Background: an optimization exercise with open tools, aiming at small area, a short achievable clock period and few clock cycles per item. Do not read the settings as production practice. In this exercise RTL edits were held to simulation tests only and were not proved equivalent to the original.

Setup of P:
## fc_top
module fc_top (
  input  logic        clk,
  input  logic        rst_n,
  input  logic        act_valid,
  input  logic [15:0] act_data,
  output logic        act_ready,
  input  logic        weight_valid,
  input  logic [23:0] weight_data,
  output logic        weight_ready,
  output logic        result_valid,
  output logic [48:0] result,
  input  logic        result_ready
);
Size: roughly 540 flip-flops, roughly 97 I/O pins.
clock: 6.0 ns
lec_check: 0
abc_clock_period_in_ps: 2600
cap_margin: 20
core_margin: 2
core_utilization: 40
cts_buf_list: sky130_fd_sc_hd__clkbuf_8 sky130_fd_sc_hd__clkbuf_16
cts_cluster_diameter: 80
cts_cluster_size: 24
place_density: 0.6
setup_slack_margin: 3.65
slew_margin: 20
standard.sh (not shown) runs the stock make flow with config.mk's settings and CLKGATE_MAP_FILE= SYNTH_SCRIPT=/design/flow/synth_recipe.tcl, a recipe that flattens the netlist after the stock synthesis.
==> flow/flow/run.sh <==
#!/bin/bash
# The standard layout (the standard.sh, unchanged synthesis and steps), with
# one change: the port buffers that placement inserts are plain buf_2 cells
# rather than the delay-cell buffers the resizer picks by default, which later
# repair (restricted to the same cell footprint) cannot resize.
set -euo pipefail
bash standard.sh "BUFFER_PORTS_ARGS=-buffer_cell sky130_fd_sc_hd__buf_2" finish > standard.log 2>&1
Testbench counts of P, summed over its fixed seeds: cycles 5,160, vectors 320.
Changes in Q relative to P:
Settings: SETUP_SLACK_MARGIN now 3.55, was 3.65; CORE_UTILIZATION now 55, was 40; PLACE_DENSITY now 0.7, was 0.6.
Notes after the runs:
Looking at capture point of the critical path, the g_img[0].g_lane[2].acc[6] result is from Q; the result[16] one comes from P.
P → Q: share of cells above drive strength 1 moved down, die outline width moved down, register-to-register slack dropped 0.09 ns, via count lost 1.9%.
Input changes introduced in R (baseline for comparison: Q):
Settings: PLACE_DENSITY changed from 0.7 to 0.6; SETUP_SLACK_MARGIN changed from 3.55 to 3.6; CORE_UTILIZATION changed from 55 to 40.
==> flow/run.sh (new file) <==
#!/bin/bash
# synth_recipe.tcl (not shown) runs the flow's synth.tcl, then flattens the netlist and writes it again
# the make line also repeats each setting of config.mk as NAME=value (left out here)
make -C /OpenROAD-flow-scripts/flow DESIGN_CONFIG=/design/flow/config.mk WORK_HOME=/design/flow/orfs CLKGATE_MAP_FILE= SYNTH_SCRIPT=/design/flow/synth_recipe.tcl finish
removed: flow/flow/run.sh
removed: flow/standard.sh
Findings:
In R, headroom to the max-slew limit is higher than in Q.
Going from Q to R, the number of gates resized after CTS was found to have gone up by 214.
R vs Q, post-detailed-route wirelength per cell went up by 0.23 um.
The share of flip-flops with an asynchronous set or reset after synthesis was comparable across Q and R.
| tightest hold margin | lower: R |
Compared R vs Q, and footprint of the multi-input gates is up in R.
Inputs modified between R and S:
Settings: CORE_UTILIZATION: 40 -> 47; PLACE_DENSITY: 0.6 -> 0.65.
==> flow/flow/run.sh (new file) <==
#!/bin/bash
# The standard layout (the standard.sh, unchanged synthesis and steps), with
# one change: the port buffers that placement inserts are plain buf_2 cells
# rather than the delay-cell buffers the resizer picks by default, which later
# repair (restricted to the same cell footprint) cannot resize.
set -euo pipefail
bash standard.sh "BUFFER_PORTS_ARGS=-buffer_cell sky130_fd_sc_hd__buf_2" finish > standard.log 2>&1
==> flow/standard.sh (new file) <==
#!/bin/bash
# synth_recipe.tcl (not shown) runs the flow's synth.tcl, then flattens the netlist and writes it again
# the make line also repeats each setting of config.mk as NAME=value (left out here)
make -C /OpenROAD-flow-scripts/flow DESIGN_CONFIG=/design/flow/config.mk WORK_HOME=/design/flow/orfs CLKGATE_MAP_FILE= SYNTH_SCRIPT=/design/flow/synth_recipe.tcl "${@:-finish}"
removed: flow/run.sh
Results
S against R: non-clock buffer count -25. Hold-critical path depth: R vs S identical. Against R, total vias in the final route in S fell slightly. Setup slack: S more than R. Detail-routed via count per cell: S > R. Between S and R, it is S whose worst-case register-to-register setup slack is higher, by 0.02 ns. S: PASS, flow complete, no timing, DRC or antenna violations. Across both runs, slew at the pin closest to its max-slew limit was higher for S than for R. Compared with R, S ends up with less cell area.

Another version of the RTL of fc_top (not shown whole).
For scale: roughly 2500 cells after synthesis, ~520 flip-flops, ~97 I/O pins.
make LEC_CHECK=0 ABC_CLOCK_PERIOD_IN_PS=2600 CAP_MARGIN=20 CORE_MARGIN=2 CORE_UTILIZATION=40 CTS_BUF_LIST='sky130_fd_sc_hd__clkbuf_4 sky130_fd_sc_hd__clkbuf_8' CTS_CLUSTER_SIZE=25 PLACE_DENSITY=0.6 SETUP_SLACK_MARGIN=3.2 SLEW_MARGIN=20 finish   # period 6.0 ns
run.sh (not shown) runs the stock make flow with config.mk's settings and CLKGATE_MAP_FILE= SYNTH_SCRIPT=/design/flow/synth_recipe.tcl, a recipe that flattens the netlist after the stock synthesis.
Stock flow here: none of the scripts above is used.
Testbench counts at the start, summed over its fixed seeds: cycles 5,160, vectors 320.
Edit:
CTS_BUF_LIST = unset   (was sky130_fd_sc_hd__clkbuf_4 sky130_fd_sc_hd__clkbuf_8)
CTS_CLUSTER_SIZE = unset   (was 25)
SETUP_SLACK_MARGIN = 3.4   (was 3.2)
Result: The new run completed without violations; worst hold slack degrades by 0.036 ns; synthesized cell count does not change; setup slack improves by 0.069 ns; routed wire length goes up by about 1.7%; die area is unchanged; non-clock buffer count grows by 40.
Edit:
CORE_UTILIZATION = 65   (was 40)
PLACE_DENSITY = 0.75   (was 0.6)
Effect: Die area fell by 38%; final cell count falls by 9.9%; cell area falls by 1.6%.

Setup of v26:
Another version of the RTL of fc_top (not shown whole).
Size: ~2500 cells after synthesis, ~0.028 mm² of cells after synthesis.
export LEC_CHECK = 0
export ABC_CLOCK_PERIOD_IN_PS = 2600
export CAP_MARGIN = 20
export CORE_MARGIN = 2
export CORE_UTILIZATION = 40
export PLACE_DENSITY = 0.6
export SETUP_SLACK_MARGIN = 3.55
export SLEW_MARGIN = 20
create_clock -name core_clock -period 6.0 [get_ports {clk}]
standard.sh (not shown) runs the stock make flow with config.mk's settings and CLKGATE_MAP_FILE= SYNTH_SCRIPT=/design/flow/synth_recipe.tcl, a recipe that flattens the netlist after the stock synthesis.
==> flow/flow/run.sh <==
#!/bin/bash
# The standard layout (the standard.sh, unchanged synthesis and steps), with
# one change: the port buffers that placement inserts are plain buf_2 cells
# rather than the delay-cell buffers the resizer picks by default, which later
# repair (restricted to the same cell footprint) cannot resize.
set -euo pipefail
bash standard.sh "BUFFER_PORTS_ARGS=-buffer_cell sky130_fd_sc_hd__buf_2" finish > standard.log 2>&1
Testbench counts of v26, summed over its fixed seeds: cycles 5,160, vectors 320.
Changes in v27 relative to v26:
# v26
export LEC_CHECK = 0
export ABC_CLOCK_PERIOD_IN_PS = 2600
export CAP_MARGIN = 20
export CORE_MARGIN = 2
export CORE_UTILIZATION = 40
export PLACE_DENSITY = 0.6
export SETUP_SLACK_MARGIN = 3.55
export SLEW_MARGIN = 20
create_clock -name core_clock -period 6.0 [get_ports {clk}]
# v27
export LEC_CHECK = 0
export ABC_CLOCK_PERIOD_IN_PS = 2600
export CAP_MARGIN = 20
export CORE_MARGIN = 2
export CORE_UTILIZATION = 40
export CTS_BUF_LIST = sky130_fd_sc_hd__clkbuf_16
export CTS_CLUSTER_DIAMETER = 100
export CTS_CLUSTER_SIZE = 30
export PLACE_DENSITY = 0.6
export SETUP_SLACK_MARGIN = 3.55
export SLEW_MARGIN = 20
create_clock -name core_clock -period 6.0 [get_ports {clk}]
[summary]
- Relative to v26, worst slack on hold paths has gone down in v27.
- Compared with v26, in v27 number of CTS-inserted buffers has decreased; multiplexer fraction of the synthesized cell area saw little to no change; global-route wire length before repair decreased by about 1.7% relative to the old numbers; shortest clock period the worst path allows after layout fell by 20 ps.

Setup of v23:
fc_top with an RTL version that a note above also has.
For scale: about 2,600 cells after synthesis, about 540 flip-flops, roughly 0.028 mm^2 of cells after synthesis.
// fc_top
module fc_top (
  input  logic        clk,
  input  logic        rst_n,
  input  logic        act_valid,
  input  logic [15:0] act_data,
  output logic        act_ready,
  input  logic        weight_valid,
  input  logic [23:0] weight_data,
  output logic        weight_ready,
  output logic        result_valid,
  output logic [48:0] result,
  input  logic        result_ready
);
clock: 6.0 ns
lec_check: 0
abc_clock_period_in_ps: 2600
cap_margin: 20
core_margin: 2
core_utilization: 40
cts_buf_list: sky130_fd_sc_hd__clkbuf_8 sky130_fd_sc_hd__clkbuf_16
cts_cluster_diameter: 80
cts_cluster_size: 24
place_density: 0.6
setup_slack_margin: 3.7
slew_margin: 20
Scripts as last shown in full above: flow/flow/run.sh
Testbench counts of v23, summed over its fixed seeds: cycles 5,160, vectors 320.
Edits applied to the flow inputs when going from v23 to v11:
--- a/flow/config.mk
+++ b/flow/config.mk
@@ -16,2 +16,3 @@
 export SETUP_SLACK_MARGIN = 3.7
 export SLEW_MARGIN = 20
+export TNS_END_PERCENT = 10
v11 ended with every stage complete and zero timing, DRC or antenna violations.
Diff v23 -> v11: worst path arrival time went up 60 ps, final hold slack held, cell area went down about 2.8%.
res_q[16] as the first element of the critical path was reported by v11, and res_q[9] by v23.
Setup changes, v11 to v30
--- a/flow/config.mk
+++ b/flow/config.mk
@@ -14,5 +14,5 @@
 export CTS_CLUSTER_SIZE = 24
 export PLACE_DENSITY = 0.6
-export SETUP_SLACK_MARGIN = 3.7
+export SETUP_SLACK_MARGIN = 3.6
 export SLEW_MARGIN = 20
 export TNS_END_PERCENT = 10
Findings:
Lower count of plain and timing-repair buffers in the layout was reported by v30, not v11. Measured against each other, v30 and v11 differ in sum of net half-perimeters after detailed placement, the lower figure coming from v11. v30 ended with every stage complete and zero timing, DRC or antenna violations.
Modified inputs, v32 compared to v30
--- a/flow/config.mk
+++ b/flow/config.mk
@@ -16,3 +16,2 @@
 export SETUP_SLACK_MARGIN = 3.6
 export SLEW_MARGIN = 20
-export TNS_END_PERCENT = 10
==> comparison <==
- Looking at detailed placer's ending HPWL, v32 sits 0.39% above v30.
- v32 reports a higher post-placement setup slack than v30 does.
- Sort v32 and v30 by fraction of cell area in non-clock buffers, ascending, and v30 comes first.
- The via count of the first global-routing pass on v32 is in line with that on v30.
- Of the two values seen for worst-path cell with the longest stage delay, sky130_fd_sc_hd__edfxtp_1 was produced by v32 and sky130_fd_sc_hd__fa_1 by v30.
- Row DRC violation total after the first TritonRoute iteration: v32 lower / v30 higher
- Comparing v30 against v32, there is no change at all in sequential cell count.
Setup changes, v32 to v29
--- a/flow/config.mk
+++ b/flow/config.mk
@@ -14,4 +14,4 @@
 export CTS_CLUSTER_SIZE = 24
 export PLACE_DENSITY = 0.6
-export SETUP_SLACK_MARGIN = 3.6
+export SETUP_SLACK_MARGIN = 3.55
 export SLEW_MARGIN = 20
## What came out
- v32 leaves more setup margin than v29.
- Looking only at fraction of standard cell area in multi-input logic, and setting everything else aside, the higher value of v29 and v32 goes to v32.
- Higher area occupied by multi-input gates was reported by v32, not v29.
- The launch point of the worst path comes out res_q[11] in one run and g_img[1].two_r[0] in the other, namely in v32 and v29 respectively.
- v29 against v32: number of standard-cell rows in the floorplan flat.
- | met1 wire length | v32 vs v29 | ≈ equal |

Setup of main:
fc_top again, from the RTL that the note above started with.
Design fc_top, start of the top module:
module fc_top (
  input  logic        clk,
  input  logic        rst_n,
  input  logic        act_valid,
  input  logic [15:0] act_data,
  output logic        act_ready,
  input  logic        weight_valid,
  input  logic [23:0] weight_data,
  output logic        weight_ready,
  output logic        result_valid,
  output logic [48:0] result,
  input  logic        result_ready
);
clock: 6.0 ns
lec_check: 0
abc_clock_period_in_ps: 2600
cap_margin: 20
core_margin: 2
core_utilization: 40
cts_buf_list: sky130_fd_sc_hd__clkbuf_8 sky130_fd_sc_hd__clkbuf_16
cts_cluster_diameter: 80
cts_cluster_size: 24
place_density: 0.6
setup_slack_margin: 3.5
slew_margin: 20
Scripts as last shown in full above: flow/flow/run.sh
main ended with every stage complete and zero timing, DRC or antenna violations.
Testbench counts of main, summed over its fixed seeds: cycles 5,160, vectors 320.
Inputs modified between main and the feature branch:
- PLACE_DENSITY: 0.6 -> 0.7
- SETUP_SLACK_MARGIN: 3.5 -> 3.6
[summary]
Between main and the feature branch, the number of levels in the clock H-tree is lower for the feature branch.
main has lower layout buffering overhead excluding clock cells than the feature branch.
On total of cells resized after clock tree synthesis: between main and the feature branch, it ends up higher for the feature branch.
Highest achievable clock rate on the feature branch is ahead of main.
Looking at utilization across main and the feature branch, the one that comes out lower is main.
Looking at first-iteration DRC count across main and the feature branch, the one that comes out higher is the feature branch.
The feature branch | status: complete | timing, DRC, antenna: pass

Setup of build 92:
RTL: one of the versions met above, not the one the previous note started from.
For scale: roughly 97 I/O pins, roughly 0.028 mm^2 of cells after synthesis.
==> flow/config.mk <==
export PLATFORM = sky130hd
export DESIGN_NAME = fc_top
export DESIGN_NICKNAME = fc_top
export VERILOG_FILES = /design/flow/design.v
export SDC_FILE = /design/flow/constraint.sdc
export NUM_CORES = 4
export LEC_CHECK = 0
export ABC_CLOCK_PERIOD_IN_PS = 2600
export CAP_MARGIN = 20
export CORE_MARGIN = 2
export CORE_UTILIZATION = 40
export CTS_BUF_LIST = sky130_fd_sc_hd__clkbuf_4 sky130_fd_sc_hd__clkbuf_8
export CTS_CLUSTER_SIZE = 25
export PLACE_DENSITY = 0.6
export SETUP_SLACK_MARGIN = 3.75
export SLEW_MARGIN = 20
==> flow/constraint.sdc <==
create_clock -name core_clock -period 6.0 [get_ports {clk}]
set_input_delay 1.2000 -clock core_clock [delete_from_list [all_inputs] [get_ports {clk}]]
set_output_delay 1.2000 -clock core_clock [all_outputs]
set_load 0.01 [all_outputs]
Scripts as last shown in full above: flow/flow/run.sh
Testbench counts of build 92, summed over its fixed seeds: cycles 5,160, vectors 320.
Inputs modified between build 92 and build 46:
- SETUP_SLACK_MARGIN changed from 3.75 to 3.65
### Flow results
Build 46: no failed stages, no open violations at the end
In build 46 the post-CTS setup buffer count turned out 60 lower than in build 92.
Number of global-route vias before repair in build 46 is 340 below build 92.
In the flow results for build 92 and build 46, the ratio of final minimum period to clock period is larger on build 46.
Build 92 and build 46 ended up with nearly the same area after synthesis.
Build 46 vs. build 92: final worst-path setup slack went down; fmax went down; total detailed-routing wirelength did not really move.
[inputs] build 63 vs build 46
- CTS_CLUSTER_DIAMETER: unset -> 100
- CTS_BUF_LIST: sky130_fd_sc_hd__clkbuf_4 sky130_fd_sc_hd__clkbuf_8 -> sky130_fd_sc_hd__clkbuf_16
- CTS_CLUSTER_SIZE: 25 -> 30
Findings:
- Build 46 and build 63 ended up with roughly the same count of max-cap constraint violations.
- Taking build 46 as the reference, in build 63 global-route wire length before repair went down, clock-buffer cell count went down, fraction of standard cell area in multi-input logic went up, number of filler instances in the final layout went up.
- Reported for build 46 and build 63, instance area after placement turned out identical to the last digit.
- Total global routing track utilization was lower in the run labelled build 63.
Edits applied to the flow inputs when going from build 63 to build 1:
- swapping 30 for 24 in CTS_CLUSTER_SIZE
- swapping 100 for 80 in CTS_CLUSTER_DIAMETER
- swapping sky130_fd_sc_hd__clkbuf_16 for sky130_fd_sc_hd__clkbuf_8 sky130_fd_sc_hd__clkbuf_16 in CTS_BUF_LIST
- swapping 3.65 for 3.55 in SETUP_SLACK_MARGIN
--- outcome ---
Worst hold slack after final layout on build 1 is down relative to build 63. | final core utilization | build 1 vs build 63 | 0.67 points lower |. From build 63 to build 1 the numbers moved as follows: global router's overall resource usage fell by 0.16 points; post-layout worst setup margin rose by 0.023 ns. When the final numbers for build 63 and build 1 were put side by side, the total buffers and inverters traversed by the critical path turned out to be smaller in build 63. Diff build 63 and build 1: register share of the cell area lower in build 63. Total number of vias for build 1 is lower than for build 63. When build 1 is set beside build 63, its antenna diode count turns out to be 5 larger.

[static timing again, ports no longer ideal]
The results above use ideal ports. As a check the final layouts listed here were re-extracted and re-timed, cells and wires unchanged.
Step 1 sets driving cells, clkbuf_16 on the clock port and buf_2 on the other inputs (assumed; they add their load-dependent delay and slew).
Step 2 adds t to the input delays and takes it off the output delays; t is the mean of the earliest and latest rising clock arrival at the registers after step 1. Input paths then give back, and output paths get back, about the clock's delay inside the block.
a / b / c = no drivers / after step 1 / after step 2; a / b = the first two.
run	t, ns	setup WS [ns]	cell pins on the clock port's net
P	0.622	3.616 / 3.556 / 3.149	1
Q	0.661	3.537 / 3.537 / 3.109	1
R	0.682	3.556 / 3.496 / 3.033	1
S	0.627	3.618 / 3.558 / 3.127	1
the first run of note 2	0.718	3.269 / 3.210 / 2.634	1
the second run of note 2	0.672	3.338 / 3.338 / 2.850	1
the third run of note 2	0.649	3.319 / 3.319 / 2.928	1
v26	0.687	3.590 / 3.539 / 3.033	1
v27	0.653	3.610 / 3.551 / 3.056	1
v23	0.634	3.676 / 3.617 / 3.247	1
v11	0.643	3.622 / 3.560 / 3.146	1
v30	0.643	3.612 / 3.576 / 3.090	1
v32	0.686	3.614 / 3.550 / 3.152	1
v29	0.634	3.605 / 3.555 / 3.089	1
main	0.615	3.556 / 3.556 / 3.111	1
the feature branch	0.651	3.592 / 3.533 / 3.133	1
build 92	0.757	3.543 / 3.480 / 3.138	1
build 46	0.742	3.523 / 3.467 / 3.114	1
build 63	0.655	3.590 / 3.532 / 3.117	1
build 1	0.633	3.613 / 3.578 / 3.063	1
After both steps every run listed still meets setup and hold. For the first run of note 2, which loses most, drivers alone change the setup slack by -0.059 ns; drivers and shift together by -0.635 ns.
